What follows belongs to an exercise in optimizing a design on an open flow for small area, a short achievable clock period and few clock cycles per item; a production flow would make more cautious choices. RTL that was checked went through simulation tests only; none was proved equivalent to the original.

==> run a: inputs <==
Design script_token_lexer_top, start of the top module:
module script_token_lexer_top #(
	parameter int TEXT_MAX = stl_pkg::TEXT_MAX_DEF
) (
	input  logic              clk,
	input  logic              arst_n,
	input  logic              in_valid,
	output logic              in_stall,
	input  logic [8:0]        in_item,
	output logic              out_valid,
	input  logic              out_stall,
	output logic [92:0]       out_item,
	input  logic              cfg_valid,
	output logic              cfg_ready,
	input  logic              cfg_data
);
Settings: LEC_CHECK=0, CAP_MARGIN=20, CORE_MARGIN=2, CORE_UTILIZATION=65, CTS_BUF_LIST=sky130_fd_sc_hd__clkbuf_4 sky130_fd_sc_hd__clkbuf_8, SLEW_MARGIN=20; clock period 5.0 ns.
run.sh (not shown) runs the stock make flow with config.mk's settings and CLKGATE_MAP_FILE= SYNTH_SCRIPT=/design/flow/synth_recipe.tcl, a recipe that flattens the netlist after the stock synthesis.
==> inputs of run b, as changes to run a <==
--- a/flow/design.v
+++ b/flow/design.v
@@ -49,12 +49,13 @@
 	output logic [47:0] mant,
 	output logic [3:0]  frac
 );
 	localparam int CNT_W = $clog2(TEXT_MAX + 1);
 	localparam logic [CNT_W-1:0] CNT_MAX = CNT_W'(TEXT_MAX);
 	localparam logic [47:0] MANT_MAX = {48{1'b1}};
+	localparam logic [47:0] SAT_K    = 48'd28147497671065;   
 	function automatic logic [47:0] mul10_add(input logic [47:0] x, input logic [3:0] d);
 		logic [50:0] a, b, g, p, gg, pp, y;
 		logic        cin;
 		cin = d[3];
 		a   = {1'b0, x, (d[3] ? 2'b11 : d[2:1])};
 		b   = {3'b0, x};
@@ -72,13 +73,14 @@
 			end
 		end
 		y[0] = p[0] ^ cin;
 		for (int i = 1; i < 51; i++) begin
 			y[i] = p[i] ^ gg[i - 1];
 		end
-		mul10_add = (y[50:47] != 4'd0) ? MANT_MAX : {y[46:0], d[0]};
+		mul10_add = (x > SAT_K || (x == SAT_K && d[3:1] >= 3'd3)) ? MANT_MAX
+			: {y[46:0], d[0]};
 	endfunction
 	function automatic logic [7:0] decode_escape(input logic [7:0] c);
 		logic [7:0] r;
 		unique case (c)
 			8'h30: r = 8'h00;
 			8'h62: r = 8'h08;
@@ -334,84 +336,91 @@
 	output logic [3:0]  head_kind,
 	output logic [8:0]  head_val,
 	output logic        head_num,
 	output logic        head_len,
 	output logic [19:0] head_line
 );
-	localparam int D = RQ_DEPTH;
 	localparam logic [19:0] LINE_MAX = {20{1'b1}};
-	logic [D-1:0] v_q;
-	logic [3:0]   k_q [0:D-1];
-	logic [8:0]   b_q [0:D-1];
+	function automatic logic is_num(input logic [3:0] k);
+		is_num = k == K_NUMBER;
+	endfunction
+	function automatic logic is_len(input logic [3:0] k);
+		is_len = k == K_NAME || k == K_STRING;
+	endfunction
+	logic [2:0]   v_q;
+	logic [12:0]  e_q [0:2];    
 	logic [19:0]  line_q;
 	logic         num_q;
 	logic         ov_q, hnum_q, hlen_q;
 	logic         pop;
-	logic [D-1:0] v_n;
-	logic [3:0]   k_n [0:D-1];
-	logic [8:0]   b_n [0:D-1];
-	logic         head_load;
-	logic         push_num;
-	logic [1:0]   keep;
+	logic         p1, p2;       
+	logic [12:0]  r0, r1;
+	logic [2:0]   v_s, v_p;     
+	logic [12:0]  e_s [0:2];
+	logic [12:0]  e_p [0:2];
+	logic [3:0]   hk_s, hk_p;   
+	logic         inc_s, inc_p;
+	logic [19:0]  line_inc;
 	assign out_valid = ov_q;
+	assign pop       = v_q[0] && (!out_stall || e_q[0][12:9] == K_LINE);
+	assign head_kind = e_q[0][12:9];
+	assign head_val  = e_q[0][8:0];
 	assign head_num  = hnum_q;
 	assign head_len  = hlen_q;
-	assign pop       = v_q[0] && (!out_stall || k_q[0] == K_LINE);
-	assign head_kind = k_q[0];
-	assign head_val  = b_q[0];
 	assign head_line = line_q;
 	assign num_pend  = num_q;
 	assign q_v       = v_q;
 	always_comb begin
-		keep  = 2'(v_q[0]) + 2'(v_q[1]) + 2'(v_q[2]) - 2'(pop);
-		for (int i = 0; i < D; i++) begin
-			if (pop) begin
-				v_n[i] = (i + 1 < D) ? v_q[(i + 1) % D] : 1'b0;
-				k_n[i] = (i + 1 < D) ? k_q[(i + 1) % D] : k_q[i];
-				b_n[i] = (i + 1 < D) ? b_q[(i + 1) % D] : b_q[i];
-			end else begin
-				v_n[i] = v_q[i];
-				k_n[i] = k_q[i];
-				b_n[i] = b_q[i];
-			end
-			if (push_cnt != 2'd0 && 32'(keep) == i) begin
-				v_n[i] = 1'b1;
-				k_n[i] = r0_kind;
-				b_n[i] = r0_val;
-			end
-			if (push_cnt == 2'd2 && 32'(keep) + 1 == i) begin
-				v_n[i] = 1'b1;
-				k_n[i] = r1_kind;
-				b_n[i] = r1_val;
-			end
-		end
-		head_load = v_n[0] && (pop || !v_q[0]);
-		push_num  = push_cnt != 2'd0 && r0_kind == K_NUMBER;
+		p1 = push_cnt != 2'd0;
+		p2 = push_cnt == 2'd2;
+		r0 = {r0_kind, r0_val};
+		r1 = {r1_kind, r1_val};
+		v_s[0] = v_q[0] || p1;
+		v_s[1] = v_q[1] || (v_q[0] && p1) || p2;
+		v_s[2] = v_q[2] || (v_q[1] && p1) || (v_q[0] && p2);
+		e_s[0] = v_q[0] ? e_q[0] : r0;
+		e_s[1] = v_q[1] ? e_q[1] : (v_q[0] ? r0 : r1);
+		e_s[2] = v_q[2] ? e_q[2] : (v_q[1] ? r0 : r1);
+		v_p[0] = v_q[1] || p1;
+		v_p[1] = v_q[2] || (v_q[1] && p1) || p2;
+		v_p[2] = (v_q[2] && p1) || (v_q[1] && p2);
+		e_p[0] = v_q[1] ? e_q[1] : r0;
+		e_p[1] = v_q[2] ? e_q[2] : (v_q[1] ? r0 : r1);
+		e_p[2] = v_q[2] ? r0 : r1;
+		hk_s  = e_s[0][12:9];
+		hk_p  = e_p[0][12:9];
+		inc_s = !v_q[0] && p1 && r0_kind[3];
+		inc_p = v_q[1] ? e_q[1][12] : (p1 && r0_kind[3]);
+		line_inc = (line_q != LINE_MAX) ? line_q + 20'd1 : line_q;
 	end
 	always_ff @(posedge clk or negedge arst_n) begin
 		if (!arst_n) begin
 			v_q    <= '0;
 			ov_q   <= 1'b0;
 			line_q <= 20'd1;
 			num_q  <= 1'b0;
 		end else begin
-			v_q  <= v_n;
-			ov_q <= v_n[0] && k_n[0] != K_LINE;
-			if (head_load && k_n[0][3] && line_q != LINE_MAX) begin
-				line_q <= line_q + 20'd1;
+			if (pop) begin
+				v_q    <= v_p;
+				ov_q   <= v_p[0] && hk_p != K_LINE;
+				line_q <= inc_p ? line_inc : line_q;
+			end else begin
+				v_q    <= v_s;
+				ov_q   <= v_s[0] && hk_s != K_LINE;
+				line_q <= inc_s ? line_inc : line_q;
 			end
-			num_q <= (num_q && !(pop && k_q[0] == K_NUMBER)) || push_num;
+			num_q <= (num_q && !(pop && e_q[0][12:9] == K_NUMBER)) ||
+				(p1 && r0_kind == K_NUMBER);
 		end
 	end
 	always_ff @(posedge clk) begin
-		for (int i = 0; i < D; i++) begin
-			k_q[i] <= k_n[i];
-			b_q[i] <= b_n[i];
+		for (int i = 0; i < 3; i++) begin
+			e_q[i] <= pop ? e_p[i] : e_s[i];
 		end
-		hnum_q <= k_n[0] == K_NUMBER;
-		hlen_q <= k_n[0] == K_NAME || k_n[0] == K_STRING;
+		hnum_q <= pop ? is_num(hk_p) : is_num(hk_s);
+		hlen_q <= pop ? is_len(hk_p) : is_len(hk_s);
 	end
 endmodule
 import stl_pkg::*;
 module script_token_lexer_top #(
 	parameter int TEXT_MAX = stl_pkg::TEXT_MAX_DEF
 ) (
==> flow/flow/run.sh (new file) <==
#!/bin/bash
# Layout flow: the standard flow, with the port buffers that placement
# inserts made plain buffers (sky130_fd_sc_hd__buf_2) instead of the
# delay cells buffer_ports picks by default. Everything else is the
# standard flow (standard.sh), synthesis included.
set -e
cp standard.sh standard_sh_copy.txt
export BUFFER_PORTS_ARGS="-buffer_cell sky130_fd_sc_hd__buf_2"
bash standard.sh > standard.log 2>&1
==> flow/standard.sh (new file) <==
#!/bin/bash
# synth_recipe.tcl (not shown) runs the flow's synth.tcl, then flattens the netlist and writes it again
# the make line also repeats each setting of config.mk as NAME=value (left out here)
make -C /OpenROAD-flow-scripts/flow DESIGN_CONFIG=/design/flow/config.mk WORK_HOME=/design/flow/orfs CLKGATE_MAP_FILE= SYNTH_SCRIPT=/design/flow/synth_recipe.tcl "${@:-finish}"
Settings changed: SETUP_SLACK_MARGIN from default to 1.5.
removed: flow/run.sh
==> inputs of run c, as changes to run a <==
--- a/flow/design.v
+++ b/flow/design.v
@@ -49,12 +49,13 @@
 	output logic [47:0] mant,
 	output logic [3:0]  frac
 );
 	localparam int CNT_W = $clog2(TEXT_MAX + 1);
 	localparam logic [CNT_W-1:0] CNT_MAX = CNT_W'(TEXT_MAX);
 	localparam logic [47:0] MANT_MAX = {48{1'b1}};
+	localparam logic [47:0] SAT_K    = 48'd28147497671065;   
 	function automatic logic [47:0] mul10_add(input logic [47:0] x, input logic [3:0] d);
 		logic [50:0] a, b, g, p, gg, pp, y;
 		logic        cin;
 		cin = d[3];
 		a   = {1'b0, x, (d[3] ? 2'b11 : d[2:1])};
 		b   = {3'b0, x};
@@ -72,13 +73,14 @@
 			end
 		end
 		y[0] = p[0] ^ cin;
 		for (int i = 1; i < 51; i++) begin
 			y[i] = p[i] ^ gg[i - 1];
 		end
-		mul10_add = (y[50:47] != 4'd0) ? MANT_MAX : {y[46:0], d[0]};
+		mul10_add = (x > SAT_K || (x == SAT_K && d[3:1] >= 3'd3)) ? MANT_MAX
+			: {y[46:0], d[0]};
 	endfunction
 	function automatic logic [7:0] decode_escape(input logic [7:0] c);
 		logic [7:0] r;
 		unique case (c)
 			8'h30: r = 8'h00;
 			8'h62: r = 8'h08;
@@ -334,84 +336,91 @@
 	output logic [3:0]  head_kind,
 	output logic [8:0]  head_val,
 	output logic        head_num,
 	output logic        head_len,
 	output logic [19:0] head_line
 );
-	localparam int D = RQ_DEPTH;
 	localparam logic [19:0] LINE_MAX = {20{1'b1}};
-	logic [D-1:0] v_q;
-	logic [3:0]   k_q [0:D-1];
-	logic [8:0]   b_q [0:D-1];
+	function automatic logic is_num(input logic [3:0] k);
+		is_num = k == K_NUMBER;
+	endfunction
+	function automatic logic is_len(input logic [3:0] k);
+		is_len = k == K_NAME || k == K_STRING;
+	endfunction
+	logic [2:0]   v_q;
+	logic [12:0]  e_q [0:2];    
 	logic [19:0]  line_q;
 	logic         num_q;
 	logic         ov_q, hnum_q, hlen_q;
 	logic         pop;
-	logic [D-1:0] v_n;
-	logic [3:0]   k_n [0:D-1];
-	logic [8:0]   b_n [0:D-1];
-	logic         head_load;
-	logic         push_num;
-	logic [1:0]   keep;
+	logic         p1, p2;       
+	logic [12:0]  r0, r1;
+	logic [2:0]   v_s, v_p;     
+	logic [12:0]  e_s [0:2];
+	logic [12:0]  e_p [0:2];
+	logic [3:0]   hk_s, hk_p;   
+	logic         inc_s, inc_p;
+	logic [19:0]  line_inc;
 	assign out_valid = ov_q;
+	assign pop       = v_q[0] && (!out_stall || e_q[0][12:9] == K_LINE);
+	assign head_kind = e_q[0][12:9];
+	assign head_val  = e_q[0][8:0];
 	assign head_num  = hnum_q;
 	assign head_len  = hlen_q;
-	assign pop       = v_q[0] && (!out_stall || k_q[0] == K_LINE);
-	assign head_kind = k_q[0];
-	assign head_val  = b_q[0];
 	assign head_line = line_q;
 	assign num_pend  = num_q;
 	assign q_v       = v_q;
 	always_comb begin
-		keep  = 2'(v_q[0]) + 2'(v_q[1]) + 2'(v_q[2]) - 2'(pop);
-		for (int i = 0; i < D; i++) begin
-			if (pop) begin
-				v_n[i] = (i + 1 < D) ? v_q[(i + 1) % D] : 1'b0;
-				k_n[i] = (i + 1 < D) ? k_q[(i + 1) % D] : k_q[i];
-				b_n[i] = (i + 1 < D) ? b_q[(i + 1) % D] : b_q[i];
-			end else begin
-				v_n[i] = v_q[i];
-				k_n[i] = k_q[i];
-				b_n[i] = b_q[i];
-			end
-			if (push_cnt != 2'd0 && 32'(keep) == i) begin
-				v_n[i] = 1'b1;
-				k_n[i] = r0_kind;
-				b_n[i] = r0_val;
-			end
-			if (push_cnt == 2'd2 && 32'(keep) + 1 == i) begin
-				v_n[i] = 1'b1;
-				k_n[i] = r1_kind;
-				b_n[i] = r1_val;
-			end
-		end
-		head_load = v_n[0] && (pop || !v_q[0]);
-		push_num  = push_cnt != 2'd0 && r0_kind == K_NUMBER;
+		p1 = push_cnt != 2'd0;
+		p2 = push_cnt == 2'd2;
+		r0 = {r0_kind, r0_val};
+		r1 = {r1_kind, r1_val};
+		v_s[0] = v_q[0] || p1;
+		v_s[1] = v_q[1] || (v_q[0] && p1) || p2;
+		v_s[2] = v_q[2] || (v_q[1] && p1) || (v_q[0] && p2);
+		e_s[0] = v_q[0] ? e_q[0] : r0;
+		e_s[1] = v_q[1] ? e_q[1] : (v_q[0] ? r0 : r1);
+		e_s[2] = v_q[2] ? e_q[2] : (v_q[1] ? r0 : r1);
+		v_p[0] = v_q[1] || p1;
+		v_p[1] = v_q[2] || (v_q[1] && p1) || p2;
+		v_p[2] = (v_q[2] && p1) || (v_q[1] && p2);
+		e_p[0] = v_q[1] ? e_q[1] : r0;
+		e_p[1] = v_q[2] ? e_q[2] : (v_q[1] ? r0 : r1);
+		e_p[2] = v_q[2] ? r0 : r1;
+		hk_s  = e_s[0][12:9];
+		hk_p  = e_p[0][12:9];
+		inc_s = !v_q[0] && p1 && r0_kind[3];
+		inc_p = v_q[1] ? e_q[1][12] : (p1 && r0_kind[3]);
+		line_inc = (line_q != LINE_MAX) ? line_q + 20'd1 : line_q;
 	end
 	always_ff @(posedge clk or negedge arst_n) begin
 		if (!arst_n) begin
 			v_q    <= '0;
 			ov_q   <= 1'b0;
 			line_q <= 20'd1;
 			num_q  <= 1'b0;
 		end else begin
-			v_q  <= v_n;
-			ov_q <= v_n[0] && k_n[0] != K_LINE;
-			if (head_load && k_n[0][3] && line_q != LINE_MAX) begin
-				line_q <= line_q + 20'd1;
+			if (pop) begin
+				v_q    <= v_p;
+				ov_q   <= v_p[0] && hk_p != K_LINE;
+				line_q <= inc_p ? line_inc : line_q;
+			end else begin
+				v_q    <= v_s;
+				ov_q   <= v_s[0] && hk_s != K_LINE;
+				line_q <= inc_s ? line_inc : line_q;
 			end
-			num_q <= (num_q && !(pop && k_q[0] == K_NUMBER)) || push_num;
+			num_q <= (num_q && !(pop && e_q[0][12:9] == K_NUMBER)) ||
+				(p1 && r0_kind == K_NUMBER);
 		end
 	end
 	always_ff @(posedge clk) begin
-		for (int i = 0; i < D; i++) begin
-			k_q[i] <= k_n[i];
-			b_q[i] <= b_n[i];
+		for (int i = 0; i < 3; i++) begin
+			e_q[i] <= pop ? e_p[i] : e_s[i];
 		end
-		hnum_q <= k_n[0] == K_NUMBER;
-		hlen_q <= k_n[0] == K_NAME || k_n[0] == K_STRING;
+		hnum_q <= pop ? is_num(hk_p) : is_num(hk_s);
+		hlen_q <= pop ? is_len(hk_p) : is_len(hk_s);
 	end
 endmodule
 import stl_pkg::*;
 module script_token_lexer_top #(
 	parameter int TEXT_MAX = stl_pkg::TEXT_MAX_DEF
 ) (
==> flow/flow/run.sh (new file) <==
#!/bin/bash
# Layout flow: the standard flow, with the port buffers that placement
# inserts made plain buffers (sky130_fd_sc_hd__buf_2) instead of the
# delay cells buffer_ports picks by default. Everything else is the
# standard flow (standard.sh), synthesis included.
set -e
cp standard.sh standard_sh_copy.txt
export BUFFER_PORTS_ARGS="-buffer_cell sky130_fd_sc_hd__buf_2"
bash standard.sh > standard.log 2>&1
==> flow/standard.sh (new file) <==
#!/bin/bash
# synth_recipe.tcl (not shown) runs the flow's synth.tcl, then flattens the netlist and writes it again
# the make line also repeats each setting of config.mk as NAME=value (left out here)
make -C /OpenROAD-flow-scripts/flow DESIGN_CONFIG=/design/flow/config.mk WORK_HOME=/design/flow/orfs CLKGATE_MAP_FILE= SYNTH_SCRIPT=/design/flow/synth_recipe.tcl "${@:-finish}"
Settings changed: SETUP_SLACK_MARGIN from default to 2.5.
removed: flow/run.sh
==> metrics.cfg <==
[pwr]
power_mw=2.48
p_leak_nw=4.37
powerSeq_mw=1.42

[run_status]
status=complete, no violations

[logic_synthesis]
synth_fa_ha_area_frac=0.0722
avgSynthCellArea_um2=9.49
ys_seq_area_frac=0.428

[worst_setup_path]
crit_type=in2reg
cp_slowest_cell=clkdlybuf4s50_1

[cts]
cts.reportedPaths.clkPinSlew_ns=0.10

[routing]
wl_per_cell_um=18.2

[end of results for run a]
==> metrics.cfg <==
[run_status]
status=complete, no violations

[logic_synthesis]
avgSynthCellArea_um2=9.03
ys_seq_area_frac=0.397
synth_fa_ha_area_frac=0.0637

[cts]
cts.reportedPaths.clkPinSlew_ns=0.10

[pwr]
powerSeq_mw=2.64
power_mw=8.08

[worst_setup_path]
crit_type=reg2reg
cp_slowest_cell=a2111oi_4

[end of results for run b]
==> metrics.cfg <==
[worst_setup_path]
crit_type=reg2reg
critPathMaxFanout=7

[pwr]
p_leak_nw=6.30
powerSeq_mw=2.65

[routing]
wl_per_cell_um=23.2

[logic_synthesis]
synth_fa_ha_area_frac=0.0637
ys_seq_area_frac=0.397
avgSynthCellArea_um2=9.03

[cts]
cts.reportedPaths.clkPinSlew_ns=0.11

[run_status]
status=complete, no violations

[end of results for run c]
Testbench counts of run b, summed over its fixed seeds: cycles 44,563, items 44,472.
Testbench counts of run c, summed over its fixed seeds: cycles 44,563, items 44,472.
Only the layout flow was run in run a; the RTL was not checked for function there.

## separate check: timing with driven ports
The results above use ideal ports. As a check the final layouts listed here were re-extracted and re-timed, cells and wires unchanged.
Step 1, drivers: a clkbuf_16 drives clk and a buf_2 each remaining input, both assumed.
Step 2 adds t to the input delays and takes it off the output delays; t is the mean of the earliest and latest rising clock arrival at the registers after step 1. Input paths then give back, and output paths get back, about the clock's delay inside the block.
a / b / c = ideal ports / drivers / drivers and shift; a / b = the first two.
run	t, ns	setup slack, ns	latest minus earliest clock arrival (ns)
run a	0.524	0.893 / 0.909 / 0.386	0.015 / 0.015
run b	0.503	1.620 / 1.620 / 1.620	0.018 / 0.018
run c	0.534	1.595 / 1.595 / 1.595	0.018 / 0.017
After both steps setup and hold are still met in every run listed. The setup slack of run a, which loses most, moves by +0.016 ns with the drivers and by -0.507 ns with both steps.
